This is an optimization exercise on Yosys and OpenROAD, whose aim is small area, not a production implementation. Function was checked by simulation only, so behaviour that the tests miss may differ from the original. Power is estimated from default activity; no workload was simulated.

==> flow/design.v <==
package dcm_ctrl_pkg;
  localparam int NUM_CH      = 6;
  localparam int POS_W       = 24;
  localparam int CTRL_BASE   = 64;
  localparam int CH_STRIDE   = 4;
  localparam int ST_BYTES    = NUM_CH * CH_STRIDE;   
endpackage
import dcm_ctrl_pkg::*;
module dcm_channel
(
  input  logic             clk,
  input  logic             reset,
  input  logic             run_i,       
  input  logic             pulse_i,
  input  logic             fault_i,
  input  logic             otw_i,
  input  logic             wr_en_i,
  input  logic [1:0]       wr_idx_i,
  input  logic [7:0]       wr_data_i,   
  input  logic             snap_i,
  input  logic [7:0]       speed_i,
  input  logic [POS_W-1:0] target_i,
  input  logic [7:0]       pwm_cnt_i,
  output logic [31:0]      snap_o,      
  output logic             left_o,
  output logic             right_o,
  output logic             fault_o
);
  logic [2:0] pulse_q;
  logic [1:0] fault_s_q, otw_s_q, dir_q;
  logic fault_q, otw_q, at, drive, pwm, rise, wf;
  logic [3:0] hi_q;
  logic [POS_W-1:0] pos_q, cnt, err;
  logic [POS_W-1:0] s_pos_q;
  logic s_fault_q, s_otw_q, s_at_q;
  logic [POS_W-1:0] eq, tgl;
  logic [POS_W:0] brw, c;
  logic [8:0] lt;
  always_comb begin
    eq = ~(target_i ^ pos_q);
    brw[0] = 1'b0;
    for (int i = 0; i < POS_W; i++) brw[i+1] = eq[i] ? brw[i] : pos_q[i];
    err[POS_W-1] = ~eq[POS_W-1] ^ brw[POS_W-1];
    err[POS_W-2:0] = '0;
    at = &eq;
    drive = |speed_i && !fault_q && !at;
    lt[0] = 1'b0;
    for (int i = 0; i < 8; i++) lt[i+1] = (pwm_cnt_i[i] ^ speed_i[i]) ? speed_i[i] : lt[i];
    pwm = lt[8];
    right_o = run_i & drive & ~err[POS_W-1] & pwm;
    left_o = run_i & drive & err[POS_W-1] & pwm;
    rise = pulse_q[1] & ~pulse_q[2];
    c[0] = rise & dir_q[1];
    for (int i = 0; i < POS_W; i++) c[i+1] = c[i] & ~(pos_q[i] ^ dir_q[0]);
    tgl = c[POS_W-1:0];
    cnt = pos_q ^ tgl;
    wf = wr_en_i && wr_idx_i == 2'd0;
    fault_o = fault_q;
    snap_o = {hi_q, |speed_i & ~s_fault_q & ~s_at_q, s_at_q, s_otw_q, s_fault_q, s_pos_q};
  end
  logic rs, wf_r;
  logic [3:1] wp_r;
  assign rs = ~reset;
  assign wf_r = wf | rs;
  always_comb
    for (int k = 1; k < 4; k++) wp_r[k] = (wr_en_i && wr_idx_i == 2'(k)) | rs;
  always_ff @(posedge clk or negedge reset) begin
    if (!reset) begin
      fault_s_q <= '0;
      otw_s_q <= '0;
    end else begin
      fault_s_q <= {fault_s_q[0], fault_i};
      otw_s_q <= {otw_s_q[0], otw_i};
    end
  end
  always_ff @(posedge clk) begin
    pulse_q <= {pulse_q[1:0], pulse_i};
    if (drive || rs) dir_q <= {reset, ~err[POS_W-1] & reset};
    fault_q <= (wf_r ? wr_data_i[0] : fault_q) | fault_s_q[1];
    otw_q <= (wf_r ? wr_data_i[1] : otw_q) | otw_s_q[1];
    if (wf_r) hi_q <= wr_data_i[7:4];
    pos_q <= {wp_r[1] ? wr_data_i : cnt[23:16],
              wp_r[2] ? wr_data_i : cnt[15:8],
              wp_r[3] ? wr_data_i : cnt[7:0]};
  end
  always_ff @(posedge clk) begin
    if (snap_i) begin
      s_pos_q <= pos_q;
      s_fault_q <= fault_q;
      s_otw_q <= otw_q;
      s_at_q <= at;
    end
  end
endmodule
import dcm_ctrl_pkg::*;
module dcm_ctrl
(
  input  logic              clk,
  input  logic              reset,
  input  logic              spi_ss,
  input  logic              spi_clk,
  input  logic              spi_mosi,
  output logic              spi_miso,
  output logic [NUM_CH-1:0] motor_left,
  output logic [NUM_CH-1:0] motor_right,
  output logic [NUM_CH-1:0] motor_reset,
  input  logic [NUM_CH-1:0] motor_pulse,
  input  logic [NUM_CH-1:0] motor_fault,
  input  logic [NUM_CH-1:0] motor_otw
);
  logic [1:0] ss_q, mosi_q;
  logic [2:0] sck_q, cnt_q;
  logic [6:0] rx_q, addr_q;
  logic [7:0] sh_q, full, rd_byte, wd;
  logic [9:0] pwm_q;   
  logic data_q, rw_q, miso_q, load_q, run_q, ss_s, rise, fall, last, wr_en, snap_en;
  logic [127:0] sel;   
  logic [127:ST_BYTES][7:0] mem_q;
  logic [31:0] snap [NUM_CH];
  logic [NUM_CH-1:0] fault;
  assign ss_s = ss_q[1];
  assign rise = sck_q[1] & ~sck_q[2];
  assign fall = ~sck_q[1] & sck_q[2];
  assign full = {rx_q, mosi_q[1]};
  assign last = !ss_s && rise && cnt_q == 3'd7;
  assign wr_en = last && data_q && rw_q;
  assign snap_en = last && !data_q;
  assign spi_miso = miso_q;
  assign motor_reset = fault | {NUM_CH{~run_q}};
  always_comb begin
    sel = '0;
    sel[addr_q] = 1'b1;
  end
  logic [127:0][7:0] rd_src;
  logic [42:0][7:0] rd_g;
  always_comb begin
    for (int i = 0; i < ST_BYTES; i++) rd_src[i] = snap[i / 4][8 * (3 - i % 4) +: 8];
    for (int i = ST_BYTES; i < 128; i++) rd_src[i] = mem_q[i];
    for (int g = 0; g < 43; g++) begin
      rd_g[g] = '0;
      for (int k = 3 * g; k < 3 * g + 3 && k < 128; k++) rd_g[g] |= {8{sel[k]}} & rd_src[k];
    end
    rd_byte = '0;
    for (int g = 0; g < 43; g++) rd_byte |= rd_g[g];
  end
  always_ff @(posedge clk or negedge reset) begin
    if (!reset) begin
      ss_q <= 2'b11;
      sck_q <= 3'b111;
      miso_q <= 1'b0;
      pwm_q <= '0;
      run_q <= 1'b0;
    end else begin
      ss_q <= {ss_q[0], spi_ss};
      sck_q <= {sck_q[1:0], spi_clk};
      miso_q <= ss_s ? 1'b0 : fall ? sh_q[7] : miso_q;
      pwm_q <= pwm_q + 10'd1;
      run_q <= 1'b1;
    end
  end
  always_ff @(posedge clk) begin
    mosi_q <= {mosi_q[0], spi_mosi};
    if (ss_s) begin
      cnt_q <= '0;
      data_q <= 1'b0;
      sh_q <= '0;
    end else begin
      if (rise) cnt_q <= cnt_q + 3'd1;
      if (last) data_q <= 1'b1;
      if (fall) sh_q <= {sh_q[6:0], 1'b0};
      else if (load_q) sh_q <= rd_byte;
    end
    if (rise) rx_q <= full[6:0];
    if (last) begin
      addr_q <= data_q ? addr_q + 7'd1 : full[6:0];
      if (!data_q) rw_q <= full[7];
    end
    load_q <= last && (data_q ? !rw_q : !full[7]);
  end
  assign wd = full & {8{reset}};
  for (genvar i = ST_BYTES; i < 128; i++) begin : g_mem
    always_ff @(posedge clk)
      if (!reset || (wr_en && sel[i])) mem_q[i] <= wd;
  end
  for (genvar n = 0; n < NUM_CH; n++) begin : g_ch
    dcm_channel u_ch (
      .clk       (clk),
      .reset     (reset),
      .run_i     (run_q),
      .pulse_i   (motor_pulse[n]),
      .fault_i   (motor_fault[n]),
      .otw_i     (motor_otw[n]),
      .wr_en_i   (wr_en && addr_q[6:5] == 2'b00 && addr_q[4:2] == 3'(n)),
      .wr_idx_i  (addr_q[1:0]),
      .wr_data_i (wd),
      .snap_i    (snap_en),
      .speed_i   (mem_q[CTRL_BASE + CH_STRIDE * n]),
      .target_i  ({mem_q[CTRL_BASE + CH_STRIDE * n + 1], mem_q[CTRL_BASE + CH_STRIDE * n + 2],
                   mem_q[CTRL_BASE + CH_STRIDE * n + 3]}),
      .pwm_cnt_i (pwm_q[9:2]),
      .snap_o    (snap[n]),
      .left_o    (motor_left[n]),
      .right_o   (motor_right[n]),
      .fault_o   (fault[n])
    );
  end
endmodule
==> flow/flow/run.sh <==
#!/bin/bash
# Own layout flow: the standard ORFS flow (standard.sh) with two changes.
#  - ABC maps for area: the script below replaces ORFS's abc_speed.script (no ABC buffering or
#    sizing; the placer's repair buffers what needs it, and the 10 ns clock leaves ample slack).
#    Only the combinational mapping changes: the registers are ORFS's standard synthesis's own.
#  - CTS without dummy loads, with mid-size clock buffers and larger sink clusters.
# Each tool's output goes to a log file in the work folder.
set -euo pipefail
W=$PWD
rm -rf "$W/scripts"
cp -r "$FLOW_HOME/scripts" "$W/scripts"
printf '%s\n' strash dc2 dc2 strash '&get -n' '&dch -f' '&nf -R 1000 -F 8 -C 32' '&put' topo 'stime -c' \
  > "$W/scripts/abc_speed.script"
CTS="-sink_clustering_enable -repair_clock_nets -dont_use_dummy_load"
CTS="$CTS -buf_list sky130_fd_sc_hd__clkbuf_8 -sink_clustering_size 15 -sink_clustering_max_diameter 60"
bash standard.sh SCRIPTS_DIR="$W/scripts" "CTS_ARGS=$CTS" synth > "$W/synth.log" 2>&1
bash standard.sh SCRIPTS_DIR="$W/scripts" "CTS_ARGS=$CTS" finish > "$W/layout.log" 2>&1
==> flow/standard.sh <==
#!/bin/bash
# synth_recipe.tcl (not shown) runs the flow's synth.tcl, then flattens the netlist and writes it again
# the make line also repeats each setting of config.mk as NAME=value (left out here)
make -C /OpenROAD-flow-scripts/flow DESIGN_CONFIG=/design/flow/config.mk WORK_HOME=/design/flow/orfs CLKGATE_MAP_FILE= SYNTH_SCRIPT=/design/flow/synth_recipe.tcl "${@:-finish}"
==> flow/config.mk <==
export PLATFORM = sky130hd
export DESIGN_NAME = dcm_ctrl
export DESIGN_NICKNAME = dcm_ctrl
export VERILOG_FILES = /design/flow/design.v
export SDC_FILE = /design/flow/constraint.sdc
export NUM_CORES = 4
export LEC_CHECK = 0
export CAP_MARGIN = 20
export CORE_MARGIN = 2
export CORE_UTILIZATION = 60
export SLEW_MARGIN = 20
==> flow/constraint.sdc <==
create_clock -name core_clock -period 10.0 [get_ports {clk}]
set_input_delay 2.0000 -clock core_clock [delete_from_list [all_inputs] [get_ports {clk}]]
set_output_delay 2.0000 -clock core_clock [all_outputs]
set_load 0.01 [all_outputs]
==> impl_results.md, run 1 <==
* Worst setup EP type: flip-flop
* Ys Warns at 3
* Sequential standard cell area at 36200 um2
* Routed length on met3 at 42200 um
* Vias at 40600
* Post-synthesis simple-gate area fraction at 0.106
* Synth Area in Adders at 0.00908
* Pwr Density at 165 nW/um2
* Worst-path clk slew at 0.10 ns
* Met2 routed WL at 90000 um
* Share of cells above drive strength 1 at 0.0713
* HP Class: reg2reg
* EDFF count, synth at 1045
* Routability cong. at 1.12
* PortBufs at 41
* Mean Syn Cell Area at 13.7 um2
* Clock Power Share at 0.281
* Worst path max stage delay at 1.03 ns
* R2r startpoint: addr_q[0]$_DFFE_PP_
* Maximum VDD drop at 0.172 mV
* Inserted Clock Buffers at 104
* DR DRC count at 0
* Crit path to: sh_q[6]$_SDFFE_PP0P_
* Wire length on met1 at 71500 um
* Slowest-stage cell, CP: nor4_1
* Setup_tns at 0 ns
* RSZ-0062 raised after global routing: no
* CP dominant cell by count: buf_4
* TritonCTS clock tree: yes
* Pre-CTS setup slack at 2.89 ns
* Setup bufs post-CTS at 0
* Detailed router's first-iteration violation count at 10800
* Most common cell in the netlist: edfxtp_1
* Final number of setup-violating endpoints at 0
* DRT Wirelength at 224000 um
* Worst Path Buf+Inv at 4
* Vias in the first global route at 37600
* Hold_buf cts at 0
* Die ar. at 88300 um2
* Most used flip-flop cell after synthesis: edfxtp_1
* Gate Count Post-Synth at 3754
* Gr ovfl total at 0
* # IOs at 42
* Asr flop ratio synth at 0.0322
* Slew Limit Headroom at 0.0744
* Xor-xnor portion of the synthesized cell area at 0.0425
* Root buffer cell: clkbuf_8
* Max Used Layer: met5
* Core area at 85100 um2
* Post-synth cell types at 62
* Critical path's top delay family: simple AND/OR/NAND/NOR gates
* Fin Hold WS at 0.301 ns
* Leakage at 19.0 nW
* Total of max-cap violations at 0
* H-Tree Depth at 3
* Clk_skew at 0.0730 ns
* Area fraction of the dominant cell type after synthesis at 0.609
* Post-synthesis mux area share at 0.000607
* Synthesized area at 51600 um2
* Sw Share at 0.239
* Seq/Total Area, Yosys at 0.702
* Clk latency of the worst-skew pair at 0.81 ns
* Die H at 297 um
* Final HPWL DP at 161000 um
* Fmax at 127 MHz
* Post-synthesis compound-gate area fraction at 0.126
* Wirelength per Cell at 43.1 um
* Critical path class: reg2reg
* Setup slack, reg-to-reg at 2.15 ns
* Rows at 107
* Post-synth top cells: edfxtp_1, nand2_1, a222oi_1, dfxtp_1, nor2_1
* Worst Tran Pin Value at 1.39 ns
* CP cell instances: clkinv_1, ha_1, nand2b_1, or3_1, nor2_1, xor2_2, buf_4, nand2_1, buf_4, nor2_2, buf_4, a222oi_1, nand4_1, nor4_1, nand4_1, nor4_1, a21oi_1, a221oi_1, nor2_1
* Syn_nets at 3792
* Int Power at 7.03 mW
* Top cells by area, synth: edfxtp_1, dfxtp_1, a222oi_1
* Largest net degree at the start of global routing at 80
* Crit path from: addr_q[0]$_DFFE_PP_
* Post-DR vias/cell at 7.83
* Combinational share of power at 0.051
* Clk sink count at 1275
* Min Tclk post-route at 7.85 ns
* Crit Path Max Fanout at 33
* Nets@finish at 4077
* Critical Path RT at 10.68 ns
* Psw at 2.20 mW
* Seq pwr share at 0.668
* Fin. Hold Viols at 0
* Synth area leader: edfxtp_1
* Cell count along the critical path at 19
* Flop and latch count out of synthesis at 1275
* Max-slew violations at 0
* DR pass1 iterations at 13
* Final core utilization at 0.658
* Max Buffers Root-to-Sink at 3
* DRT antenna net count at 0
* Filler cell count in the final layout at 6120
* Multi-input logic area at 14800 um2
* R2R Path End: sh_q[6]$_SDFFE_PP0P_
* Final setup margin at 2.15 ns
* Hold Path Cell Cnt at 0
* Initial Util at 0.606
* Area Growth Syn to Fin at 8.67%
* Largest family of logic cells by synthesized area: compound AO/OA/AOI/OAI gates
* Post-route clock period utilization at 0.785
* Outcome: timing/DRC/antenna clean
* Initial antenna violation count at 14
* CP Launch Type: flip-flop
* R2R cell count at 19
* Die width at 297 um
* Worst Path Arrival at 8.52 ns
* CTS-repair resized insts at 0
* GRT Total Usage at 0.499
* Global-route wire length before repair at 302000 um
worst register-to-register path, stage by stage, from the launching register on:
cell	delay, ns
edfxtp_1	0.56
clkinv_1	0.13
ha_1	0.37
nand2b_1	0.13
or3_1	0.40
nor2_1	0.33
xor2_2	0.10
buf_4	0.27
nand2_1	0.57
buf_4	0.35
nor2_2	0.05
buf_4	0.23
a222oi_1	0.90
nand4_1	0.34
nor4_1	0.95
nand4_1	0.54
nor4_1	1.04
a21oi_1	0.18
a221oi_1	0.26
nor2_1	0.06
power groups by stage:
stage	registers (mW)	clock network [mW]	logic (mW)
floorplan	6.19	0	0.233
detailed placement	6.27	0	0.447
finish	6.17	2.59	0.471
CTS	6.15	2.55	0.449
global route	6.17	2.71	0.483
global placement	6.26	0	0.437
logic make-up (layout without fill, tap and decap cells):
| logic type | after synthesis | count (layout) |
|---|---|---|
| flops | 1275 | 1275 |
| compound gates | 855 | 855 |
| xor+xnor | 250 | 250 |
| fa+ha+maj | 43 | 43 |
| simple gates | 1159 | 1159 |
| other cells | 1 | 9 |
| buf+inv | 168 | 451 |
| mux | 3 | 3 |
worst min path at each step:
stage / start / end / slack [ns]
after floorplan: g_ch[0].u_ch.pulse_q[0]$_DFF_P_ / g_ch[0].u_ch.pulse_q[1]$_DFF_P_ / 0.31
after global placement: g_ch[4].u_ch.pulse_q[0]$_DFF_P_ / g_ch[4].u_ch.pulse_q[1]$_DFF_P_ / 0.31
after detailed placement: mosi_q[0]$_DFF_P_ / mosi_q[1]$_DFF_P_ / 0.31
after CTS: sck_q[0]$_DFF_PN1_ / sck_q[1]$_DFF_PN1_ / 0.31
after global routing: sck_q[0]$_DFF_PN1_ / sck_q[1]$_DFF_PN1_ / 0.30
final: sck_q[0]$_DFF_PN1_ / sck_q[1]$_DFF_PN1_ / 0.30
placed cells by master (no fill, tap or decap), types with 106 or more instances in the layout:
cell      instances
buf_4           141
a222oi_1        205
nand2_1         450
dfxtp_1         189
edfxtp_1       1045
nand3_1         106
nor2_1          176
xnor2_1         157
a22oi_1         138
clkinv_1        148
o22ai_1         166
layer usage:
layer,global-route usage,vias to the layer above
li1,-,15500
met1,0.637,19500
met2,0.693,4627
met3,0.215,1000
met4,0.330,10
met5,0.00703,-
area by class of cell:
type,instances,area share
sequential,1275,0.646
multi-input combinational,2311,0.264
timing repair buffer,191,0.0277
clock buffer,104,0.0255
tap,1144,0.0255
inverter,156,0.0107
antenna,8,0.000357
flip-flops by register name, summed over array words and instances, names as in the netlist, 2 cells and up:
signal and cells:
g_ch.u_ch.s_at_q 6, g_ch.u_ch.s_otw_q 6, sck_q 3, ss_q 2, g_ch.u_ch.otw_q 6, pwm_q 10, g_ch.u_ch.fault_s_q 12, cnt_q 3
g_ch.u_ch.dir_q 12, rx_q 7, mem_q 832, sh_q 8, g_ch.u_ch.pos_q 144, g_ch.u_ch.pulse_q 18, mosi_q 2, g_ch.u_ch.otw_s_q 12
g_ch.u_ch.s_pos_q 144, g_ch.u_ch.fault_q 6, g_ch.u_ch.hi_q 24, addr_q 7, g_ch.u_ch.s_fault_q 6
metrics by stage:
step           std cells  power (mW)  cell area [um2]
2_1_floorplan       3754        6.42            51600
3_3_place_gp        5068        6.69            54500
3_5_place_dp        5072        6.71            54500
4_1_cts             5176        9.15            56000
5_1_grt             5183        9.36            56000
6_report            5189        9.23            56000
==> inputs of run 2 (changes only) <==
--- a/flow/design.v
+++ b/flow/design.v
@@ -5,4 +5,6 @@
   localparam int CH_STRIDE   = 4;
   localparam int ST_BYTES    = NUM_CH * CH_STRIDE;   
+  localparam int CTRL_END    = CTRL_BASE + ST_BYTES;  
+  localparam int RINGS       = 5;
 endpackage
 import dcm_ctrl_pkg::*;
@@ -111,10 +113,14 @@
   logic [1:0] ss_q, mosi_q;
   logic [2:0] sck_q, cnt_q;
-  logic [6:0] rx_q, addr_q;
+  logic [6:0] rx_q, addr_q, pend_a;
   logic [7:0] sh_q, full, rd_byte, wd;
   logic [9:0] pwm_q;   
   logic data_q, rw_q, miso_q, load_q, run_q, ss_s, rise, fall, last, wr_en, snap_en;
+  logic pend_q, fill_q, plain_wr;
+  logic [3:0] ph;
   logic [127:0] sel;   
-  logic [127:ST_BYTES][7:0] mem_q;
+  logic [CTRL_END-1:CTRL_BASE][7:0] mem_q;
+  logic [RINGS-1:0][15:0][7:0] ring_q;
+  logic [7:0] pend_d_q;
   logic [31:0] snap [NUM_CH];
   logic [NUM_CH-1:0] fault;
@@ -128,19 +134,37 @@
   assign spi_miso = miso_q;
   assign motor_reset = fault | {NUM_CH{~run_q}};
+  assign ph = pwm_q[3:0];
+  function automatic [2:0] ring_of(input [6:0] a);
+    ring_of = a[5:4] == 2'b01 ? 3'd4 : {1'b0, a[6], a[4]};
+  endfunction
+  function automatic [3:0] slot_of(input [6:0] a);
+    slot_of = a[5:4] == 2'b01 ? {a[6], a[2:0]} : a[3:0];
+  endfunction
+  function automatic is_plain(input [6:0] a);
+    is_plain = (a >= 7'(ST_BYTES) && a < 7'(CTRL_BASE)) || a >= 7'(CTRL_END);
+  endfunction
   always_comb begin
     sel = '0;
     sel[addr_q] = 1'b1;
   end
-  logic [127:0][7:0] rd_src;
-  logic [42:0][7:0] rd_g;
+  logic [2:0] rd_ring;
+  logic [3:0] rd_pos;
+  logic [15:0] pos_sel;
+  logic [RINGS-1:0] ring_sel;
   always_comb begin
-    for (int i = 0; i < ST_BYTES; i++) rd_src[i] = snap[i / 4][8 * (3 - i % 4) +: 8];
-    for (int i = ST_BYTES; i < 128; i++) rd_src[i] = mem_q[i];
-    for (int g = 0; g < 43; g++) begin
-      rd_g[g] = '0;
-      for (int k = 3 * g; k < 3 * g + 3 && k < 128; k++) rd_g[g] |= {8{sel[k]}} & rd_src[k];
-    end
+    rd_ring = ring_of(addr_q);
+    rd_pos = slot_of(addr_q) - ph;
+    pos_sel = '0;
+    pos_sel[rd_pos] = 1'b1;
+    ring_sel = '0;
+    if (is_plain(addr_q)) ring_sel[rd_ring] = 1'b1;
     rd_byte = '0;
-    for (int g = 0; g < 43; g++) rd_byte |= rd_g[g];
+    for (int i = 0; i < ST_BYTES; i++)
+      rd_byte |= {8{sel[i]}} & snap[i / 4][8 * (3 - i % 4) +: 8];
+    for (int i = CTRL_BASE; i < CTRL_END; i++)
+      rd_byte |= {8{sel[i]}} & mem_q[i];
+    for (int r = 0; r < RINGS; r++)
+      for (int p = 0; p < 16; p++)
+        rd_byte |= {8{ring_sel[r] & pos_sel[p]}} & ring_q[r][p];
   end
   always_ff @(posedge clk or negedge reset) begin
@@ -151,4 +175,6 @@
       pwm_q <= '0;
       run_q <= 1'b0;
+      fill_q <= 1'b1;
+      pend_q <= 1'b0;
     end else begin
       ss_q <= {ss_q[0], spi_ss};
@@ -157,4 +183,6 @@
       pwm_q <= pwm_q + 10'd1;
       run_q <= 1'b1;
+      if (ph == 4'd15) fill_q <= 1'b0;
+      pend_q <= plain_wr || (pend_q && slot_of(pend_a) != ph);
     end
   end
@@ -177,9 +205,20 @@
     end
     load_q <= last && (data_q ? !rw_q : !full[7]);
+    if (plain_wr) pend_d_q <= full;
   end
   assign wd = full & {8{reset}};
-  for (genvar i = ST_BYTES; i < 128; i++) begin : g_mem
+  for (genvar i = CTRL_BASE; i < CTRL_END; i++) begin : g_mem
     always_ff @(posedge clk)
       if (!reset || (wr_en && sel[i])) mem_q[i] <= wd;
+  end
+  assign plain_wr = wr_en && is_plain(addr_q);
+  assign pend_a = addr_q - 7'd1;
+  for (genvar r = 0; r < RINGS; r++) begin : g_ring
+    always_ff @(posedge clk) begin
+      ring_q[r][14:0] <= ring_q[r][15:1];
+      if (!reset || fill_q) ring_q[r][15] <= '0;
+      else if (pend_q && ring_of(pend_a) == 3'(r) && slot_of(pend_a) == ph) ring_q[r][15] <= pend_d_q;
+      else ring_q[r][15] <= ring_q[r][0];
+    end
   end
   for (genvar n = 0; n < NUM_CH; n++) begin : g_ch
--- a/flow/flow/run.sh
+++ b/flow/flow/run.sh
@@ -10,5 +10,5 @@
 rm -rf "$W/scripts"
 cp -r "$FLOW_HOME/scripts" "$W/scripts"
-printf '%s\n' strash dc2 dc2 strash '&get -n' '&dch -f' '&nf -R 1000 -F 8 -C 32' '&put' topo 'stime -c' \
+printf '%s\n' strash dc2 dc2 strash '&get -n' '&deepsyn -T 40' '&dch -f' '&nf -R 1000 -F 8 -C 32' '&put' topo 'stime -c' \
   > "$W/scripts/abc_speed.script"
 CTS="-sink_clustering_enable -repair_clock_nets -dont_use_dummy_load"
--- a/flow/config.mk
+++ b/flow/config.mk
@@ -6,6 +6,6 @@
 export NUM_CORES = 4
 export LEC_CHECK = 0
-export CAP_MARGIN = 20
+export CAP_MARGIN = 15
 export CORE_MARGIN = 2
 export CORE_UTILIZATION = 60
-export SLEW_MARGIN = 20
+export SLEW_MARGIN = 15
==> impl_results.md, run 2 <==
* Most common cell in the netlist: dfxtp_1
* Post-synth cell types at 63
* Final setup margin at 3.38 ns
* Max Buffers Root-to-Sink at 3
* Initial antenna violation count at 17
* Critical Path RT at 10.65 ns
* Max-slew violations at 0
* Min Tclk post-route at 6.62 ns
* Syn_nets at 3760
* Worst Path Arrival at 7.27 ns
* H-Tree Depth at 3
* Clk sink count at 1285
* Asr flop ratio synth at 0.0335
* GRT met3 Usage at 0.170
* Ys Warns at 3
* M2 GR Usage at 0.724
* Placed Area at 47700 um2
* Total power draw at 8.45 mW
* Vias in the first global route at 35700
* Vias at 37500
* Seq/Total Area, Yosys at 0.666
* Setup_tns at 0 ns
* CTS-repair resized insts at 0
* Worst-path clk slew at 0.11 ns
* Top flop regs: ring_q: 640 flops, mem_q: 192 flops
* Sw Share at 0.232
* Area fraction of the dominant cell type after synthesis at 0.368
* GRT Total Usage at 0.495
* Global-route wire length before repair at 269000 um
* Commonest non-fill, non-tap cell in the layout: dfxtp_1
* Filler cell count in the final layout at 5396
* HP Class: reg2reg
* Inserted Clock Buffers at 101
* Psw at 1.96 mW
* Post-route clock period utilization at 0.662
* Most used flip-flop cell after synthesis: dfxtp_1
* Die ar. at 77400 um2
* Critical path class: reg2reg
* Maximum VDD drop at 0.146 mV
* Core area at 74400 um2
* Rows at 100
* Worst setup EP type: flip-flop
* Area Growth Syn to Fin at 8.87%
* Worst Tran Pin Value at 1.27 ns
* Slew Limit Headroom at 0.151
* EDFF count, synth at 413
* # IOs at 42
* Wirelength per Cell at 39.2 um
* Final HPWL DP at 141000 um
* DRT Wirelength at 193000 um
* Reg with most FFs: ring_q
* Die width at 278 um
* Multi-input logic area at 14300 um2
* Post-synthesis compound-gate area fraction at 0.170
* Crit Path Max Fanout at 15
* DR pass1 iterations at 15
* Pwr Density at 172 nW/um2
* Post-DR vias/cell at 7.60
* Largest family of logic cells by synthesized area: compound AO/OA/AOI/OAI gates
* Flop and latch count out of synthesis at 1285
* Synthesized area at 45100 um2
* Pre-CTS setup slack at 3.67 ns
* Largest net degree at the start of global routing at 72
* Gr ovfl total at 0
* M1 GR Usage at 0.615
* Final instance area at 49100 um2
* Layout Cells excl Fill at 4940
* Clock Power Share at 0.299
* Setup bufs post-CTS at 0
* DRT antenna net count at 0
* Largest register FFs at 640
* Gate Count Post-Synth at 3714
* Synth area leader: dfxtp_1
* Seq pwr share at 0.662
* Xor-xnor portion of the synthesized cell area at 0.0322
* Top cells by area, synth: dfxtp_1, edfxtp_1, a222oi_1
* Synth Area in Adders at 0.00876
* Post-synthesis mux area share at 0.00216
* PortBufs at 41
* Post-synth top cells: dfxtp_1, edfxtp_1, nand2_1, nor2_1, clkinv_1
* Clk_skew at 0.108 ns
* Leakage at 16.8 nW
* Fin Hold WS at 0.248 ns
* Final number of setup-violating endpoints at 0
* Most frequent cells in the layout: dfxtp_1, edfxtp_1, nand2_1, nor2_1, clkinv_1
* Hold_buf cts at 0
* RSZ-0062 raised after global routing: no
* Combinational share of power at 0.039
* Nets@finish at 4008
* Post-synthesis simple-gate area fraction at 0.101
* Total of max-cap violations at 0
* Initial Util at 0.606
* Detailed router's first-iteration violation count at 8494
* Clk latency of the worst-skew pair at 0.83 ns
* Mean Syn Cell Area at 12.2 um2
* Fmax at 151 MHz
* Fin. Hold Viols at 0
* DR DRC count at 0
* Routability cong. at 1.07
* Most Used Layer, Global Route: met2
* Sequential standard cell area at 30100 um2
* TritonCTS clock tree: yes
* Int Power at 6.49 mW
* Root buffer cell: clkbuf_8
* Share of cells above drive strength 1 at 0.0710
* Dpl cells at 4827
* CP Launch Type: flip-flop
* Die H at 278 um
* Final core utilization at 0.660
* Outcome: timing/DRC/antenna clean
-- run 2: path summary, 6_finish.rpt --
check / startpoint / to / slack, ns / depth (start not counted)
worst min register to register: ring_q[488]$_DFF_P_ / ring_q[480]$_DFF_P_ / 0.25 / 0
max in group asynchronous: reset / g_ch[4].u_ch.otw_s_q[0]$_DFF_PN0_ / 6.95 / 3
worst max register to register: addr_q[0]$_DFFE_PP_ / sh_q[7]$_SDFFE_PP0P_ / 3.38 / 19
worst max-delay path: addr_q[0]$_DFFE_PP_ / sh_q[7]$_SDFFE_PP0P_ / 3.38 / 19
worst min-delay path: ring_q[488]$_DFF_P_ / ring_q[480]$_DFF_P_ / 0.25 / 0
min in group asynchronous: reset / pwm_q[1]$_DFF_PN0_ / 1.10 / 1
-- run 2: layout make-up --
cell class	count	area share
timing repair buffer	157	0.0264
clock buffer	101	0.0283
inverter	208	0.0159
multi-input combinational	2209	0.292
tap	969	0.0247
antenna	11	0.000560
sequential	1285	0.612
-- run 2: cells by family (layout without fill, tap and decap cells) --
group                      count (synthesis)  after routing
AOI/OAI and AO/OA                       1033           1033
xor gates and xnor gates                 166            166
adders and majority gates                 33             33
buffers and inverters                    220            466
DFF                                     1285           1285
muxes                                      9              9
other                                      1             12
and+or+nand+nor                          967            967
-- run 2: power groups by stage --
stage	Combinational, mW	Clock, mW	Sequential, mW
2_1_floorplan	0.193	0	5.65
3_3_place_gp	0.299	0	5.70
3_5_place_dp	0.313	0	5.70
4_1_cts	0.315	2.49	5.58
5_1_grt	0.346	2.65	5.60
6_report	0.330	2.52	5.60
-- run 2: worst max-delay path: stages, from the launching register on --
cell and delay [ns]:
edfxtp_1 0.55, clkinv_1 0.19, ha_1 0.41, nand2_1 0.18
xnor2_1 0.48, clkinv_1 0.13, nand2_1 0.11, nor2_1 0.08
o21ai_1 0.12, buf_4 0.27, nor2_1 0.29, a222oi_1 0.52
o21ai_0 0.43, a211oi_1 0.31, nand3_1 0.18, a2111oi_1 0.91
nand4_1 0.29, nor3_1 0.30, a31oi_1 0.36, a221o_1 0.38
-- run 2: layer usage --
layer  part of all wire  vias up  wire length (um)
li1                   -    14800                 -
met1               0.34    17900             65200
met2               0.42     3788             80900
met3               0.15     1042             29100
met4              0.094       22             18100
met5             0.0012        -               241
==> inputs of run 3 (changes only) <==
--- a/flow/config.mk
+++ b/flow/config.mk
@@ -6,6 +6,6 @@
 export NUM_CORES = 4
 export LEC_CHECK = 0
-export CAP_MARGIN = 15
+export CAP_MARGIN = 20
 export CORE_MARGIN = 2
-export CORE_UTILIZATION = 60
-export SLEW_MARGIN = 15
+export CORE_UTILIZATION = 66
+export SLEW_MARGIN = 20
==> impl_results.md, run 3 <==
* Slew Limit Headroom at 0.119
* Top cells by area, synth: dfxtp_1, edfxtp_1, a222oi_1
* Global-route wire length before repair at 259000 um
* Final number of setup-violating endpoints at 0
* Fmax at 154 MHz
* Routability cong. at 1.13
* Seq/Total Area, Yosys at 0.666
* H-Tree Depth at 3
* Post-route clock period utilization at 0.650
* Largest net degree at the start of global routing at 164
* GRT Total Usage at 0.521
* Worst Path Buf+Inv at 2
* Asr flop ratio synth at 0.0335
* Inserted Clock Buffers at 97
* Slowest-stage cell, CP: a221oi_1
* Leakage at 16.8 nW
* Pwr Density at 171 nW/um2
* Synthesized area at 45100 um2
* # IOs at 42
* Vias at 37900
* Post-synth top cells: dfxtp_1, edfxtp_1, nand2_1, nor2_1, clkinv_1
* Share of cells above drive strength 1 at 0.0671
* Reg with most FFs: ring_q
* RSZ-0062 raised after global routing: no
* DRT antenna net count at 0
* Most used flip-flop cell after synthesis: dfxtp_1
* CTS-repair resized insts at 0
* Syn_nets at 3760
* Ys Warns at 3
* Post-DR vias/cell at 7.82
* Worst Tran Pin Value at 1.32 ns
* Die ar. at 70500 um2
* DRT Wirelength at 186000 um
* HP Class: reg2reg
* Crit Path Max Fanout at 11
* Worst path max stage delay at 0.73 ns
* Maximum VDD drop at 0.169 mV
* Critical Path RT at 8.00 ns
* Worst setup EP type: output pin
* Gate Count Post-Synth at 3714
* Die H at 266 um
* Core area at 67400 um2
* DR DRC count at 0
* CP cell instances: clkinv_1, maj3_1, maj3_1, maj3_1, o21ai_0, a21oi_1, a221oi_1, or3b_1, nor2_1, clkdlybuf4s50_1
* Initial antenna violation count at 16
* Clk_skew at 0.112 ns
* Top flop regs: ring_q: 640 flops, mem_q: 192 flops
* Final HPWL DP at 135000 um
* Area fraction of the dominant cell type after synthesis at 0.368
* Max Buffers Root-to-Sink at 3
* Rows at 95
* Wirelength per Cell at 38.4 um
* Worst-path clk slew at 0.10 ns
* Largest register FFs at 640
* Critical path's top delay family: adder cells
* TritonCTS clock tree: yes
* Vias in the first global route at 35600
* Post-synth cell types at 63
* Worst Path Arrival at 4.50 ns
* Synth area leader: dfxtp_1
* Die width at 266 um
* Total of max-cap violations at 0
* DR pass1 iterations at 14
* Mean Syn Cell Area at 12.2 um2
* EDFF count, synth at 413
* Most frequent cells in the layout: dfxtp_1, edfxtp_1, nand2_1, nor2_1, clkinv_1
* Area Growth Syn to Fin at 8.51%
* Fin. Hold Viols at 0
* Min Tclk post-route at 6.50 ns
* Clk sink count at 1285
* Hold_buf cts at 0
* CP Launch Type: flip-flop
* Clk latency of the worst-skew pair at 0.82 ns
* Critical path class: reg2out
* Root buffer cell: clkbuf_8
* Outcome: timing/DRC/antenna clean
* Commonest non-fill, non-tap cell in the layout: dfxtp_1
* Most common cell in the netlist: dfxtp_1
* Gr ovfl total at 0
* Nets@finish at 4011
* PortBufs at 41
* Detailed router's first-iteration violation count at 8854
* Flop and latch count out of synthesis at 1285
* Max-slew violations at 0
* Setup bufs post-CTS at 0
* Initial Util at 0.670
* Fin Hold WS at 0.291 ns
* CP dominant cell by count: maj3_1
* Setup_tns at 0 ns
==> run 3: cell counts after synthesis <==
Identical to the previous run, type by type.
==> run 3: final timing paths <==
path                                                  endpoint           startpoint  slack, ns  cells past startpoint
max in group asynchronous  g_ch[0].u_ch.fault_s_q[0]$_DFF_PN0_                reset       6.98                      3
min                                        ring_q[210]$_DFF_P_  ring_q[218]$_DFF_P_       0.29                      0
max                                              motor_left[2]   pwm_q[3]$_DFF_PN0_       3.50                     10
min in group asynchronous                   fill_q$_DFFE_PN1P_                reset       1.36                      1
max reg2reg                               sh_q[2]$_SDFFE_PP0P_  addr_q[3]$_DFFE_PP_       3.87                     13
min reg2reg                                ring_q[210]$_DFF_P_  ring_q[218]$_DFF_P_       0.29                      0
==> run 3: final cells by class <==
cell class | count | area [um2]
Inverter | 208 | 783
Tap cell | 873 | 1090
Timing Repair Buffer | 164 | 1360
Multi-Input combinational cell | 2209 | 14300
Sequential cell | 1285 | 30100
Clock buffer | 97 | 1340
Antenna cell | 8 | 20.0
Fill cell | 4447 | 18400
==> run 3: stage by stage <==
stage          setup WS, ns  instances  total power, mW  instance area, um2  utilization
2_1_floorplan          1.49       3714             5.84               45100            -
3_3_place_gp           4.20       4736             5.99               47500        0.705
5_1_grt                3.33       4838             8.54               49000        0.726
3_5_place_dp           3.84       4738             6.02               47600        0.706
4_1_cts                3.67       4835             8.32               48900        0.726
6_report               3.50       4844             8.40               49000        0.727
==> run 3: kinds of logic after synthesis <==
kind of cell	synth area share
fa+ha+maj	0.00876
mux	0.00216
flops	0.666
other cells	0.0000831
xor+xnor	0.0322
simple gates	0.101
buf+inv	0.0193
compound gates	0.170
==> run 3: where the power goes <==
| part | switching (mW) | leakage [nW] | internal, mW |
|---|---|---|---|
| Combinational | 0.214 | 5.08 | 0.116 |
| Sequential | 0.128 | 11.1 | 5.47 |
| Clock | 1.60 | 0.697 | 0.867 |
==> run 3: per-layer routing <==
layer / global-route usage / part of all wire / wire length, um
met5: 0.0173 / 0.0010 / 191
met4: 0.408 / 0.11 / 19700
met3: 0.207 / 0.17 / 32300
met2: 0.738 / 0.40 / 74500
met1: 0.636 / 0.32 / 59200
==> inputs of run 4 (changes only) <==
--- a/flow/config.mk
+++ b/flow/config.mk
@@ -8,4 +8,4 @@
 export CAP_MARGIN = 20
 export CORE_MARGIN = 2
-export CORE_UTILIZATION = 66
+export CORE_UTILIZATION = 60
 export SLEW_MARGIN = 20
==> impl_results.md, run 4 <==
* Outcome: timing/DRC/antenna clean
* Detailed router's first-iteration violation count at 8246
* Worst-path clk slew at 0.10 ns
* Critical path's top delay family: compound AO/OA/AOI/OAI gates
* R2r startpoint: addr_q[0]$_DFFE_PP_
* CP dominant cell by count: a21oi_1
* Area fraction of the dominant cell type after synthesis at 0.368
* Nets@finish at 4008
* GRT Total Usage at 0.494
* Setup slack, reg-to-reg at 3.49 ns
* Pre-CTS setup slack at 3.96 ns
* # IOs at 42
* Maximum VDD drop at 0.156 mV
* Fmax at 152 MHz
* Synth area leader: dfxtp_1
* Setup bufs post-CTS at 0
* PortBufs at 41
* Inserted Clock Buffers at 101
* CTS-repair resized insts at 0
* Core area at 74400 um2
* Min Tclk post-route at 6.56 ns
* Fin Hold WS at 0.265 ns
* HP Class: reg2reg
* Max-slew violations at 0
* Asr flop ratio synth at 0.0335
* Root buffer cell: clkbuf_8
* Slew Limit Headroom at 0.155
* Max Buffers Root-to-Sink at 3
* Leakage at 16.8 nW
* Hold_buf cts at 0
* Wirelength per Cell at 39.3 um
* Most used flip-flop cell after synthesis: dfxtp_1
* Ys Warns at 3
* Commonest non-fill, non-tap cell in the layout: dfxtp_1
* Reg with most FFs: ring_q
* Vias in the first global route at 35500
* Final HPWL DP at 141000 um
* DR pass1 iterations at 13
* Pwr Density at 172 nW/um2
* Top flop regs: ring_q: 640 flops, mem_q: 192 flops
* Total power draw at 8.46 mW
* Die H at 278 um
* Crit path from: g_ch[4].u_ch.pos_q[1]$_DFF_P_
* Flop and latch count out of synthesis at 1285
* Setup_tns at 0 ns
* Post-synth cell types at 63
* Final instance area at 49100 um2
* DRT antenna net count at 0
* Top cells by area, synth: dfxtp_1, edfxtp_1, a222oi_1
* Final setup margin at 3.44 ns
* Post-route clock period utilization at 0.656
* Die ar. at 77400 um2
* R2R Path End: sh_q[7]$_SDFFE_PP0P_
* Final number of setup-violating endpoints at 0
* Critical path class: reg2out
* Initial Util at 0.606
* Synthesized area at 45100 um2
* Mean Syn Cell Area at 12.2 um2
* Die width at 278 um
* Worst path max stage delay at 0.68 ns
* Fin. Hold Viols at 0
* Most common cell in the netlist: dfxtp_1
* CP cell instances: nand2b_1, a21oi_1, nor2_1, o21ai_0, a21oi_1, nor2_1, o221ai_1, a21oi_1, o21ai_0, o211ai_1, a21oi_1, a21oi_1, xnor2_1, clkinv_1, a2111oi_0, clkdlybuf4s50_1
* Worst Path Buf+Inv at 2
* Worst Tran Pin Value at 1.26 ns
* Share of cells above drive strength 1 at 0.0727
* Final core utilization at 0.660
* Global-route wire length before repair at 269000 um
* RSZ-0062 raised after global routing: no
* Gate Count Post-Synth at 3714
* DR DRC count at 0
* Layout Cells excl Fill at 4932
* R2R cell count at 19
* Cell count along the critical path at 16
* Largest net degree at the start of global routing at 72
* Crit Path Max Fanout at 8
* Post-DR vias/cell at 7.60
* Initial antenna violation count at 18
* Worst Path Arrival at 4.56 ns
* H-Tree Depth at 3
* TritonCTS clock tree: yes
* Syn_nets at 3760
* Rows at 100
* Routability cong. at 1.07
* Total of max-cap violations at 0
* EDFF count, synth at 413
* Largest register FFs at 640
* Seq/Total Area, Yosys at 0.666
* CP Launch Type: flip-flop
* Dpl cells at 4827
* Vias at 37500
* Slowest-stage cell, CP: clkdlybuf4s50_1
* DRT Wirelength at 194000 um
* Clk latency of the worst-skew pair at 0.82 ns
* Post-synth top cells: dfxtp_1, edfxtp_1, nand2_1, nor2_1, clkinv_1
* Worst setup EP type: output pin
* Critical Path RT at 8.00 ns
* Clk_skew at 0.108 ns
* Gr ovfl total at 0
* Clk sink count at 1285
* Most frequent cells in the layout: dfxtp_1, edfxtp_1, nand2_1, nor2_1, clkinv_1
* Area Growth Syn to Fin at 8.83%
* Crit path to: motor_right[4]
* Placed Area at 47700 um2
[run 4: cell counts after synthesis]
Identical to the previous run, type by type.
[run 4: final cells by class]
| cell class | count | area [um2] |
|---|---|---|
| sequential | 1285 | 30100 |
| fill | 5397 | 25300 |
| multi-input combinational | 2209 | 14400 |
| clock buffer | 101 | 1390 |
| timing repair buffer | 157 | 1280 |
| tap | 969 | 1210 |
| inverter | 208 | 786 |
| antenna | 3 | 7.51 |
[run 4: how the worst min path moves through the flow]
stage,startpoint,endpoint,slack (ns),cells past startpoint
floorplan,g_ch[0].u_ch.pulse_q[0]$_DFF_P_,g_ch[0].u_ch.pulse_q[1]$_DFF_P_,0.31,0
global placement,g_ch[4].u_ch.pulse_q[0]$_DFF_P_,g_ch[4].u_ch.pulse_q[1]$_DFF_P_,0.31,0
detailed placement,g_ch[0].u_ch.pulse_q[0]$_DFF_P_,g_ch[0].u_ch.pulse_q[1]$_DFF_P_,0.32,0
CTS,ring_q[407]$_DFF_P_,ring_q[399]$_DFF_P_,0.27,0
global route,ring_q[407]$_DFF_P_,ring_q[399]$_DFF_P_,0.28,0
finish,ring_q[407]$_DFF_P_,ring_q[399]$_DFF_P_,0.26,0
[run 4: cells by family after synthesis]
logic type / after synthesis / share of synthesized area
and+or+nand+nor: 967 / 0.101
other: 1 / 0.0000831
adders and majority gates: 33 / 0.00876
xor gates and xnor gates: 166 / 0.0322
AOI/OAI and AO/OA: 1033 / 0.170
DFF: 1285 / 0.666
muxes: 9 / 0.00216
buffers and inverters: 220 / 0.0193
[run 4: power breakdown]
part,total [mW],switching (mW),internal [mW]
Clock,2.53,1.63,0.900
Sequential,5.60,0.126,5.47
Combinational,0.329,0.214,0.115
[run 4: worst register-to-register path: stages, from the launching register on]
cell,delay (ns)
edfxtp_1,0.56
clkinv_1,0.20
ha_1,0.46
nand2_1,0.18
xnor2_1,0.47
clkinv_1,0.13
nand2_1,0.11
nor2_1,0.08
o21ai_1,0.13
buf_4,0.27
nor2_1,0.29
a222oi_1,0.48
o21ai_0,0.37
a211oi_1,0.29
nand3_1,0.18
a2111oi_1,0.89
nand4_1,0.33
nor3_1,0.32
a31oi_1,0.34
a221o_1,0.38
[run 4: per-layer routing]
metal / wire [um] / GRT usage / share of wire
met3: 29500 / 0.162 / 0.15
met5: 106 / 0 / 0.00055
met4: 18000 / 0.345 / 0.093
met2: 81000 / 0.726 / 0.42
met1: 64900 / 0.617 / 0.34
==> inputs of run 5 (changes only) <==
--- a/flow/flow/run.sh
+++ b/flow/flow/run.sh
@@ -13,5 +13,5 @@
   > "$W/scripts/abc_speed.script"
 CTS="-sink_clustering_enable -repair_clock_nets -dont_use_dummy_load"
-CTS="$CTS -buf_list sky130_fd_sc_hd__clkbuf_8 -sink_clustering_size 15 -sink_clustering_max_diameter 60"
+CTS="$CTS -buf_list {sky130_fd_sc_hd__clkbuf_4 sky130_fd_sc_hd__clkbuf_8} -sink_clustering_size 12 -sink_clustering_max_diameter 50"
 bash standard.sh SCRIPTS_DIR="$W/scripts" "CTS_ARGS=$CTS" synth > "$W/synth.log" 2>&1
 bash standard.sh SCRIPTS_DIR="$W/scripts" "CTS_ARGS=$CTS" finish > "$W/layout.log" 2>&1
==> impl_results.md, run 5 <==
* Outcome: timing/DRC/antenna clean
* Post-synthesis simple-gate area fraction at 0.101
* HP Class: reg2reg
* Slew Limit Headroom at 0.101
* Initial antenna violation count at 16
* RSZ-0062 raised after global routing: no
* Total of max-cap violations at 0
* Post-synthesis mux area share at 0.00216
* Final instance area at 49600 um2
* Critical path class: reg2reg
* Rows at 100
* Share of cells above drive strength 1 at 0.0799
* Fmax at 149 MHz
* Maximum VDD drop at 0.139 mV
* Initial Util at 0.606
* GRT Total Usage at 0.496
* Post-synth cell types at 63
* PortBufs at 41
* Wirelength per Cell at 39.1 um
* Inserted Clock Buffers at 135
* Critical Path RT at 10.68 ns
* TritonCTS clock tree: yes
* Routed length on met3 at 30000 um
* Reg with most FFs: ring_q
* Final number of setup-violating endpoints at 0
* Root buffer cell: clkbuf_8
* Max Buffers Root-to-Sink at 3
* Fin. Hold Viols at 0
* Area Growth Syn to Fin at 9.84%
* Vias in the first global route at 35900
* Die width at 278 um
* Die ar. at 77400 um2
* Fin Hold WS at 0.300 ns
* DRT Wirelength at 194000 um
* Pwr Density at 178 nW/um2
* Global-route wire length before repair at 270000 um
* Top cells by area, synth: dfxtp_1, edfxtp_1, a222oi_1
* Max-slew violations at 0
* Gr ovfl total at 0
* Most used flip-flop cell after synthesis: dfxtp_1
* Worst setup EP type: flip-flop
* Largest register FFs at 640
* DR pass1 iterations at 13
* EDFF count, synth at 413
* Post-synthesis compound-gate area fraction at 0.170
* Clk sink count at 1285
* Crit Path Max Fanout at 15
* DR DRC count at 0
* Flop and latch count out of synthesis at 1285
* Ys Warns at 3
* Detailed router's first-iteration violation count at 8534
* Hold_buf cts at 0
* Post-DR vias/cell at 7.58
* DRT antenna net count at 0
* CP Launch Type: flip-flop
* Worst Path Arrival at 7.40 ns
* Synth Area in Adders at 0.00876
* Clk latency of the worst-skew pair at 0.84 ns
* Met2 routed WL at 81200 um
* Worst Tran Pin Value at 1.34 ns
* Die H at 278 um
* Seq/Total Area, Yosys at 0.666
* Synth area leader: dfxtp_1
* Largest net degree at the start of global routing at 72
* Core area at 74400 um2
* Placed Area at 47700 um2
* Vias at 37600
* # IOs at 42
* Min Tclk post-route at 6.72 ns
* Commonest non-fill, non-tap cell in the layout: dfxtp_1
* Syn_nets at 3760
* Worst-path clk slew at 0.08 ns
* Nets@finish at 4041
* Routability cong. at 1.07
* Setup_tns at 0 ns
* Post-route clock period utilization at 0.672
* Clk_skew at 0.116 ns
* Top flop regs: ring_q: 640 flops, mem_q: 192 flops
* Max Used Layer: met5
* H-Tree Depth at 4
* Most frequent cells in the layout: dfxtp_1, edfxtp_1, nand2_1, nor2_1, clkinv_1
* Gate Count Post-Synth at 3714
* Xor-xnor portion of the synthesized cell area at 0.0322
* Setup bufs post-CTS at 0
* Setup slack, reg-to-reg at 3.28 ns
* Post-synth top cells: dfxtp_1, edfxtp_1, nand2_1, nor2_1, clkinv_1
* Mean Syn Cell Area at 12.2 um2
* Most common cell in the netlist: dfxtp_1
* Leakage at 17.1 nW
* Area fraction of the dominant cell type after synthesis at 0.368
* Synthesized area at 45100 um2
* Wire length on met1 at 65100 um
* Asr flop ratio synth at 0.0335
* CTS-repair resized insts at 0
* Largest family of logic cells by synthesized area: compound AO/OA/AOI/OAI gates
* Final HPWL DP at 141000 um
## run 5: changes by cell type in the layout (fill, tap and decap cells not counted), sizes merged
cell	delta
diode	+2
buf	-1
clkbuf	+34
## run 5: path summary, 6_finish.rpt
check / start / endpoint / cells past startpoint
max: addr_q[0]$_DFFE_PP_ / sh_q[7]$_SDFFE_PP0P_ / 19
min: ring_q[446]$_DFF_P_ / ring_q[438]$_DFF_P_ / 0
max reg2reg: addr_q[0]$_DFFE_PP_ / sh_q[7]$_SDFFE_PP0P_ / 19
min reg2reg: ring_q[446]$_DFF_P_ / ring_q[438]$_DFF_P_ / 0
max in group asynchronous: reset / g_ch[3].u_ch.otw_s_q[0]$_DFF_PN0_ / 3
min in group asynchronous: reset / pwm_q[1]$_DFF_PN0_ / 1
## run 5: area by class of cell
type / instances / area (um2)
fillers: 5377 / 24900
clock buffers: 135 / 1860
diodes: 5 / 12.5
inverters: 208 / 786
multi-input cells: 2209 / 14400
repair buffers: 156 / 1270
flip-flops and latches: 1285 / 30100
well taps: 969 / 1210
## run 5: where the power goes
| part | total, mW | internal [mW] | switching, mW |
|---|---|---|---|
| logic | 0.328 | 0.115 | 0.214 |
| registers | 5.60 | 5.47 | 0.126 |
| clock network | 2.90 | 1.20 | 1.70 |
| total | 8.82 | 6.79 | 2.04 |
## run 5: kinds of logic (layout without fill, tap and decap cells)
logic type,count (synthesis),count (layout)
other,1,6
buffers and inverters,220,499
XOR/XNOR,166,166
multiplexers,9,9
AND/OR/NAND/NOR,967,967
adder cells (fa/ha/maj),33,33
AO/OA/AOI/OAI,1033,1033
flip-flops,1285,1285
## run 5: metrics by stage
| step | utilization | std cells | worst slack, ns | total power, mW |
|---|---|---|---|---|
| 3_3_place_gp | 0.640 | 4827 | 3.81 | 6.00 |
| 3_5_place_dp | 0.640 | 4827 | 3.96 | 6.02 |
| 6_report | 0.666 | 4967 | 3.28 | 8.82 |
| 2_1_floorplan | - | 3714 | 1.49 | 5.84 |
| 4_1_cts | 0.665 | 4962 | 3.52 | 8.77 |
| 5_1_grt | 0.666 | 4965 | 3.16 | 8.99 |
## run 5: worst max-delay path, cell delays in order, from the launching register on
cell       delay (ns)
edfxtp_1         0.56
clkinv_1         0.19
ha_1             0.49
nand2_1          0.19
xnor2_1          0.48
clkinv_1         0.12
nand2_1          0.12
nor2_1           0.08
o21ai_1          0.13
buf_4            0.27
nor2_1           0.30
a222oi_1         0.47
o21ai_0          0.35
a211oi_1         0.27
nand3_1          0.18
a2111oi_1        0.98
nand4_1          0.38
nor3_1           0.36
a31oi_1          0.31
a221o_1          0.36
## run 5: metal layers
metal	GRT usage	vias up
li1	-	14900
met1	0.619	17900
met2	0.724	3837
met3	0.170	1039
met4	0.355	20
met5	0	-
==> inputs of run 6 (changes only) <==
--- a/flow/flow/run.sh
+++ b/flow/flow/run.sh
@@ -13,5 +13,5 @@
   > "$W/scripts/abc_speed.script"
 CTS="-sink_clustering_enable -repair_clock_nets -dont_use_dummy_load"
-CTS="$CTS -buf_list {sky130_fd_sc_hd__clkbuf_4 sky130_fd_sc_hd__clkbuf_8} -sink_clustering_size 12 -sink_clustering_max_diameter 50"
+CTS="$CTS -buf_list sky130_fd_sc_hd__clkbuf_8 -sink_clustering_size 18 -sink_clustering_max_diameter 70"
 bash standard.sh SCRIPTS_DIR="$W/scripts" "CTS_ARGS=$CTS" synth > "$W/synth.log" 2>&1
 bash standard.sh SCRIPTS_DIR="$W/scripts" "CTS_ARGS=$CTS" finish > "$W/layout.log" 2>&1
==> impl_results.md, run 6 <==
* Placed Area at 47700 um2
* Asr flop ratio synth at 0.0335
* Max-slew violations at 0
* Nets@finish at 3990
* Gr ovfl total at 0
* Top cells by area, synth: dfxtp_1, edfxtp_1, a222oi_1
* Slew Limit Headroom at 0.145
* Critical Path RT at 8.00 ns
* Rows at 100
* Maximum VDD drop at 0.156 mV
* Die width at 278 um
* Mean Syn Cell Area at 12.2 um2
* Synth area leader: dfxtp_1
* Share of cells above drive strength 1 at 0.0680
* Seq/Total Area, Yosys at 0.666
* Fin. Hold Viols at 0
* Worst setup EP type: output pin
* Outcome: timing/DRC/antenna clean
* CP cell instances: clkinv_1, a2bb2oi_1, nand2_1, a21oi_1, o21ai_0, a21oi_1, o21ai_0, a21oi_1, nor2b_1, o21ai_0, a21oi_1, o21ai_0, xor2_1, clkinv_1, a2111oi_0, clkdlybuf4s50_1
* Wirelength per Cell at 39.2 um
* Final HPWL DP at 141000 um
* Die ar. at 77400 um2
* Final instance area at 48900 um2
* Pwr Density at 169 nW/um2
* R2R cell count at 19
* Post-route clock period utilization at 0.657
* Setup_tns at 0 ns
* Worst-path clk slew at 0.11 ns
* Crit Path Max Fanout at 7
* EDFF count, synth at 413
* RSZ-0062 raised after global routing: no
* Initial antenna violation count at 21
* Ys Warns at 3
* HP Class: reg2reg
* TritonCTS clock tree: yes
* Gate Count Post-Synth at 3714
* Hold Path Cell Cnt at 0
* Area fraction of the dominant cell type after synthesis at 0.368
* Global-route wire length before repair at 268000 um
* Critical path class: reg2out
* Leakage at 16.7 nW
* Commonest non-fill, non-tap cell in the layout: dfxtp_1
* Vias at 37400
* Worst Path Arrival at 4.57 ns
* PortBufs at 41
* DRT Wirelength at 193000 um
* DR pass1 iterations at 14
* Hold_buf cts at 0
* Most common cell in the netlist: dfxtp_1
* Worst path max stage delay at 0.63 ns
* Root buffer cell: clkbuf_8
* Detailed router's first-iteration violation count at 8396
* Final core utilization at 0.657
* Reg with most FFs: ring_q
* Most frequent cells in the layout: dfxtp_1, edfxtp_1, nand2_1, nor2_1, clkinv_1
* Clk sink count at 1285
* Largest register FFs at 640
* Fmax at 152 MHz
* GRT Total Usage at 0.492
* Post-synth top cells: dfxtp_1, edfxtp_1, nand2_1, nor2_1, clkinv_1
* Synthesized area at 45100 um2
* Worst Tran Pin Value at 1.28 ns
* CP Launch Type: flip-flop
* Area Growth Syn to Fin at 8.31%
* Flop and latch count out of synthesis at 1285
* Clk_skew at 0.101 ns
* Largest net degree at the start of global routing at 72
* Vias in the first global route at 35400
* Initial Util at 0.606
* Total of max-cap violations at 0
* Top flop regs: ring_q: 640 flops, mem_q: 192 flops
* CTS-repair resized insts at 0
* Filler cell count in the final layout at 5428
* Core area at 74400 um2
* DR DRC count at 0
* Max Buffers Root-to-Sink at 3
* H-Tree Depth at 3
* Post-DR vias/cell at 7.61
* Clk latency of the worst-skew pair at 0.79 ns
* DRT antenna net count at 0
* Post-synth cell types at 63
* Inserted Clock Buffers at 83
* Routability cong. at 1.07
* Setup bufs post-CTS at 0
* Slowest-stage cell, CP: clkdlybuf4s50_1
* Min Tclk post-route at 6.57 ns
* Syn_nets at 3760
* Die H at 278 um
* Most used flip-flop cell after synthesis: dfxtp_1
* Final number of setup-violating endpoints at 0
* # IOs at 42
-- run 6: cell counts after synthesis --
Identical to the previous run, type by type.
-- run 6: logic make-up (layout without fill, tap and decap cells) --
logic type | after synthesis | in the layout | share of synthesized area
and+or+nand+nor | 967 | 967 | 0.101
DFF | 1285 | 1285 | 0.666
xor gates and xnor gates | 166 | 166 | 0.0322
buffers and inverters | 220 | 448 | 0.0193
muxes | 9 | 9 | 0.00216
adders and majority gates | 33 | 33 | 0.00876
AOI/OAI and AO/OA | 1033 | 1033 | 0.170
other | 1 | 10 | 0.0000831
-- run 6: worst paths after layout --
path                                          startpoint                                 to  slack [ns]
max                        g_ch[5].u_ch.pos_q[1]$_DFF_P_                     motor_right[5]        3.43
min                                   ring_q[83]$_DFF_P_                 ring_q[75]$_DFF_P_        0.32
max reg2reg                          addr_q[0]$_DFFE_PP_               sh_q[7]$_SDFFE_PP0P_        3.54
min reg2reg                           ring_q[83]$_DFF_P_                 ring_q[75]$_DFF_P_        0.32
max in group asynchronous                          reset  g_ch[3].u_ch.otw_s_q[0]$_DFF_PN0_        6.96
min in group asynchronous                          reset                 pwm_q[1]$_DFF_PN0_        1.14
-- run 6: worst max-delay path: cells and delay by family (launching register included) --
family	cells	cell delay, ns
and+or+nand+nor	2	0.16
DFF	1	0.50
AOI/OAI and AO/OA	10	1.84
buffers and inverters	3	0.94
xor gates and xnor gates	1	0.36
-- run 6: report_power, final --
| group | switching (mW) | internal [mW] |
|---|---|---|
| sequential | 0.125 | 5.47 |
| combinational | 0.213 | 0.115 |
| clock | 1.58 | 0.748 |
-- run 6: routing by layer --
metal / global-route usage / part of all wire / vias up
met5: 0 / 0.0010 / -
met3: 0.167 / 0.15 / 985
met4: 0.356 / 0.092 / 24
li1: - / - / 14800
met2: 0.716 / 0.42 / 3739
met1: 0.614 / 0.34 / 17900
-- run 6: layout make-up --
| type | count | area, um2 | area share |
|---|---|---|---|
| Timing Repair Buffer | 157 | 1280 | 0.0261 |
| Multi-Input combinational cell | 2209 | 14400 | 0.294 |
| Tap cell | 969 | 1210 | 0.0248 |
| Clock buffer | 83 | 1140 | 0.0234 |
| Antenna cell | 9 | 22.5 | 0.000461 |
| Sequential cell | 1285 | 30100 | 0.615 |
| Inverter | 208 | 786 | 0.0161 |
-- run 6: metrics by stage --
| step | setup slack (ns) | instances | power [mW] | hold WS [ns] |
|---|---|---|---|---|
| 2_1_floorplan | 1.49 | 3714 | 5.84 | 0.310 |
| 6_report | 3.43 | 4920 | 8.25 | 0.320 |
| 5_1_grt | 3.23 | 4913 | 8.41 | 0.325 |
| 3_3_place_gp | 3.81 | 4827 | 6.00 | 0.310 |
| 4_1_cts | 3.58 | 4910 | 8.20 | 0.323 |
| 3_5_place_dp | 3.96 | 4827 | 6.02 | 0.318 |
==> inputs of run 7 (changes only) <==
--- a/flow/flow/run.sh
+++ b/flow/flow/run.sh
@@ -5,4 +5,5 @@
 #    Only the combinational mapping changes: the registers are ORFS's standard synthesis's own.
 #  - CTS without dummy loads, with mid-size clock buffers and larger sink clusters.
+#  - The port buffers are the smallest buffer cell.
 # Each tool's output goes to a log file in the work folder.
 set -euo pipefail
@@ -13,5 +14,7 @@
   > "$W/scripts/abc_speed.script"
 CTS="-sink_clustering_enable -repair_clock_nets -dont_use_dummy_load"
-CTS="$CTS -buf_list sky130_fd_sc_hd__clkbuf_8 -sink_clustering_size 18 -sink_clustering_max_diameter 70"
-bash standard.sh SCRIPTS_DIR="$W/scripts" "CTS_ARGS=$CTS" synth > "$W/synth.log" 2>&1
-bash standard.sh SCRIPTS_DIR="$W/scripts" "CTS_ARGS=$CTS" finish > "$W/layout.log" 2>&1
+# every port still gets its own buffer, a small one
+PORTS="BUFFER_PORTS_ARGS=-buffer_cell sky130_fd_sc_hd__buf_1"
+CTS="$CTS -buf_list sky130_fd_sc_hd__clkbuf_8 -sink_clustering_size 15 -sink_clustering_max_diameter 60"
+bash standard.sh SCRIPTS_DIR="$W/scripts" "CTS_ARGS=$CTS" "$PORTS" synth > "$W/synth.log" 2>&1
+bash standard.sh SCRIPTS_DIR="$W/scripts" "CTS_ARGS=$CTS" "$PORTS" finish > "$W/layout.log" 2>&1
==> impl_results.md, run 7 <==
* Total of max-cap violations at 0
* Total power draw at 8.46 mW
* H-Tree Depth at 3
* Min Tclk post-route at 6.61 ns
* CP Launch Type: flip-flop
* Clk latency of the worst-skew pair at 0.80 ns
* Reg with most FFs: ring_q
* Pre-CTS setup slack at 4.14 ns
* Most used flip-flop cell after synthesis: dfxtp_1
* Core area at 74400 um2
* Inserted Clock Buffers at 103
* Maximum VDD drop at 0.170 mV
* Critical Path RT at 10.62 ns
* Final core utilization at 0.658
* Root buffer cell: clkbuf_8
* Synth area leader: dfxtp_1
* Most common cell in the netlist: dfxtp_1
* Wirelength per Cell at 38.7 um
* Die ar. at 77400 um2
* Initial antenna violation count at 13
* Ys Warns at 3
* R2R cell count at 16
* DRT antenna net count at 0
* Final HPWL DP at 141000 um
* Max Buffers Root-to-Sink at 3
* Pwr Density at 173 nW/um2
* Post-synth cell types at 63
* R2r startpoint: addr_q[0]$_DFFE_PP_
* Detailed router's first-iteration violation count at 7974
* Syn_nets at 3760
* Die H at 278 um
* Worst Path Arrival at 7.24 ns
* Setup slack, reg-to-reg at 3.39 ns
* DR pass1 iterations at 17
* Global-route wire length before repair at 265000 um
* DR DRC count at 0
* Share of cells above drive strength 1 at 0.0730
* Placed Area at 47500 um2
* Final number of setup-violating endpoints at 0
* Critical path class: reg2reg
* Crit path to: sh_q[6]$_SDFFE_PP0P_
* Worst Tran Pin Value at 1.33 ns
* Seq/Total Area, Yosys at 0.666
* Synthesized area at 45100 um2
* Worst setup EP type: flip-flop
* Fin. Hold Viols at 0
* Initial Util at 0.606
* Commonest non-fill, non-tap cell in the layout: dfxtp_1
* Most frequent cells in the layout: dfxtp_1, edfxtp_1, nand2_1, nor2_1, clkinv_1
* Asr flop ratio synth at 0.0335
* Leakage at 16.8 nW
* Largest net degree at the start of global routing at 69
* Mean Syn Cell Area at 12.2 um2
* Hold_buf cts at 0
* Vias at 37200
* Filler cell count in the final layout at 5395
* Final instance area at 49000 um2
* GRT Total Usage at 0.487
* Setup bufs post-CTS at 0
* Crit Path Max Fanout at 15
* Crit path from: addr_q[0]$_DFFE_PP_
* Rows at 100
* Largest register FFs at 640
* Clk sink count at 1285
* Nets@finish at 4022
* RSZ-0062 raised after global routing: no
* Vias in the first global route at 35000
* Final setup margin at 3.39 ns
* Area Growth Syn to Fin at 8.48%
* Slew Limit Headroom at 0.111
* # IOs at 42
* Post-route clock period utilization at 0.661
* Gr ovfl total at 0
* DRT Wirelength at 192000 um
* Post-synth top cells: dfxtp_1, edfxtp_1, nand2_1, nor2_1, clkinv_1
* EDFF count, synth at 413
* Max-slew violations at 0
* Flop and latch count out of synthesis at 1285
* Gate Count Post-Synth at 3714
* Top flop regs: ring_q: 640 flops, mem_q: 192 flops
* TritonCTS clock tree: yes
* Routability cong. at 1.09
* Clk_skew at 0.0990 ns
* Die width at 278 um
* PortBufs at 41
* Post-DR vias/cell at 7.52
* Top cells by area, synth: dfxtp_1, edfxtp_1, a222oi_1
* Fmax at 151 MHz
* Area fraction of the dominant cell type after synthesis at 0.368
* Worst-path clk slew at 0.09 ns
* R2R Path End: sh_q[6]$_SDFFE_PP0P_
* Setup_tns at 0 ns
* Outcome: timing/DRC/antenna clean
* CTS-repair resized insts at 0
* HP Class: reg2reg
run 7: cell count changes in the layout (fill, tap and decap cells not counted), moves of 4 or more:
cell	change
buf_1	+40
buf_4	+10
clkbuf_8	+20
clkdlybuf4s50_1	-40
nor2_1	+4
nor2_2	-4
run 7: worst min-delay path by stage:
stage                                          from                              end  slack [ns]  cells past startpoint
CTS                             ring_q[238]$_DFF_P_              ring_q[230]$_DFF_P_        0.27                      0
floorplan           g_ch[0].u_ch.pulse_q[0]$_DFF_P_  g_ch[0].u_ch.pulse_q[1]$_DFF_P_        0.31                      0
global placement    g_ch[4].u_ch.pulse_q[0]$_DFF_P_  g_ch[4].u_ch.pulse_q[1]$_DFF_P_        0.31                      0
global route                    ring_q[238]$_DFF_P_              ring_q[230]$_DFF_P_        0.28                      0
detailed placement  g_ch[3].u_ch.pulse_q[0]$_DFF_P_  g_ch[3].u_ch.pulse_q[1]$_DFF_P_        0.31                      0
finish                          ring_q[238]$_DFF_P_              ring_q[230]$_DFF_P_        0.27                      0
run 7: cell families (layout without fill, tap and decap cells):
logic type	count (synthesis)	count (layout)	synth area share
buffers and inverters	220	480	0.0193
XOR/XNOR	166	166	0.0322
multiplexers	9	9	0.00216
other	1	8	0.0000831
adder cells (fa/ha/maj)	33	33	0.00876
AO/OA/AOI/OAI	1033	1033	0.170
AND/OR/NAND/NOR	967	967	0.101
flip-flops	1285	1285	0.666
run 7: critical path, stage by stage, from the launching register on:
cell,delay (ns)
edfxtp_1,0.55
clkinv_1,0.19
ha_1,0.38
nand2_1,0.18
xnor2_1,0.45
clkinv_1,0.13
nand2_1,0.12
nor2_1,0.07
nand2_1,0.53
nor2_1,0.44
a222oi_1,0.93
nand3_1,0.35
a221oi_1,0.52
nand4_1,0.36
nor4_1,0.81
a31oi_1,0.17
a221o_1,0.31
run 7: final cells by class:
cell class,instances,area [um2],share of cell area
flip-flops and latches,1285,30100,0.614
multi-input cells,2209,14300,0.293
clock buffers,103,1420,0.0290
well taps,969,1210,0.0248
repair buffers,169,1120,0.0229
inverters,208,783,0.0160
diodes,7,17.5,0.000358
run 7: through the flow:
stage / hold slack, ns / cells
final: 0.275 / 4950
after global routing: 0.276 / 4945
after CTS: 0.273 / 4943
after detailed placement: 0.314 / 4840
after global placement: 0.310 / 4838
after floorplan: 0.310 / 3714
run 7: per-layer routing:
layer	up-vias	GRT usage	share of wire
met3	945	0.157	0.15
met2	3776	0.714	0.42
met4	12	0.338	0.088
met5	-	0	0.00043
met1	17700	0.615	0.34
li1	14800	-	-
run 7: power by group:
part	switching [mW]	total (mW)	leakage, nW	internal, mW
Sequential	0.129	5.60	11.1	5.47
Combinational	0.210	0.316	4.99	0.106
Clock	1.63	2.54	0.741	0.917

## afterwards: timing with drivers on the ports
The results above use ideal ports. As a check the final layouts listed here were re-extracted and re-timed, cells and wires unchanged. Step 1: set_driving_cell puts a clkbuf_16 on clk and a buf_2 on each other input, an assumption about the parent block. Step 2, shift: input delay + t, output delay - t, t = (earliest + latest rising clock arrival at the registers) / 2. This alone moves slack from input paths to output paths. Slacks: ideal / step 1 / step 2; pairs: ideal / step 1.
run	t, ns	setup WS [ns]	cell pins on the clock port's net
run 1	0.843	2.154 / 2.154 / 2.154	1
run 2	0.841	3.384 / 3.334 / 3.384	1
run 3	0.839	3.495 / 3.426 / 3.867	1
run 4	0.832	3.440 / 3.370 / 3.490	1
run 5	0.854	3.279 / 3.279 / 3.279	1
run 6	0.805	3.435 / 3.365 / 3.535	1
run 7	0.812	3.386 / 3.386 / 3.386	1
After both steps every run listed still meets setup and hold.
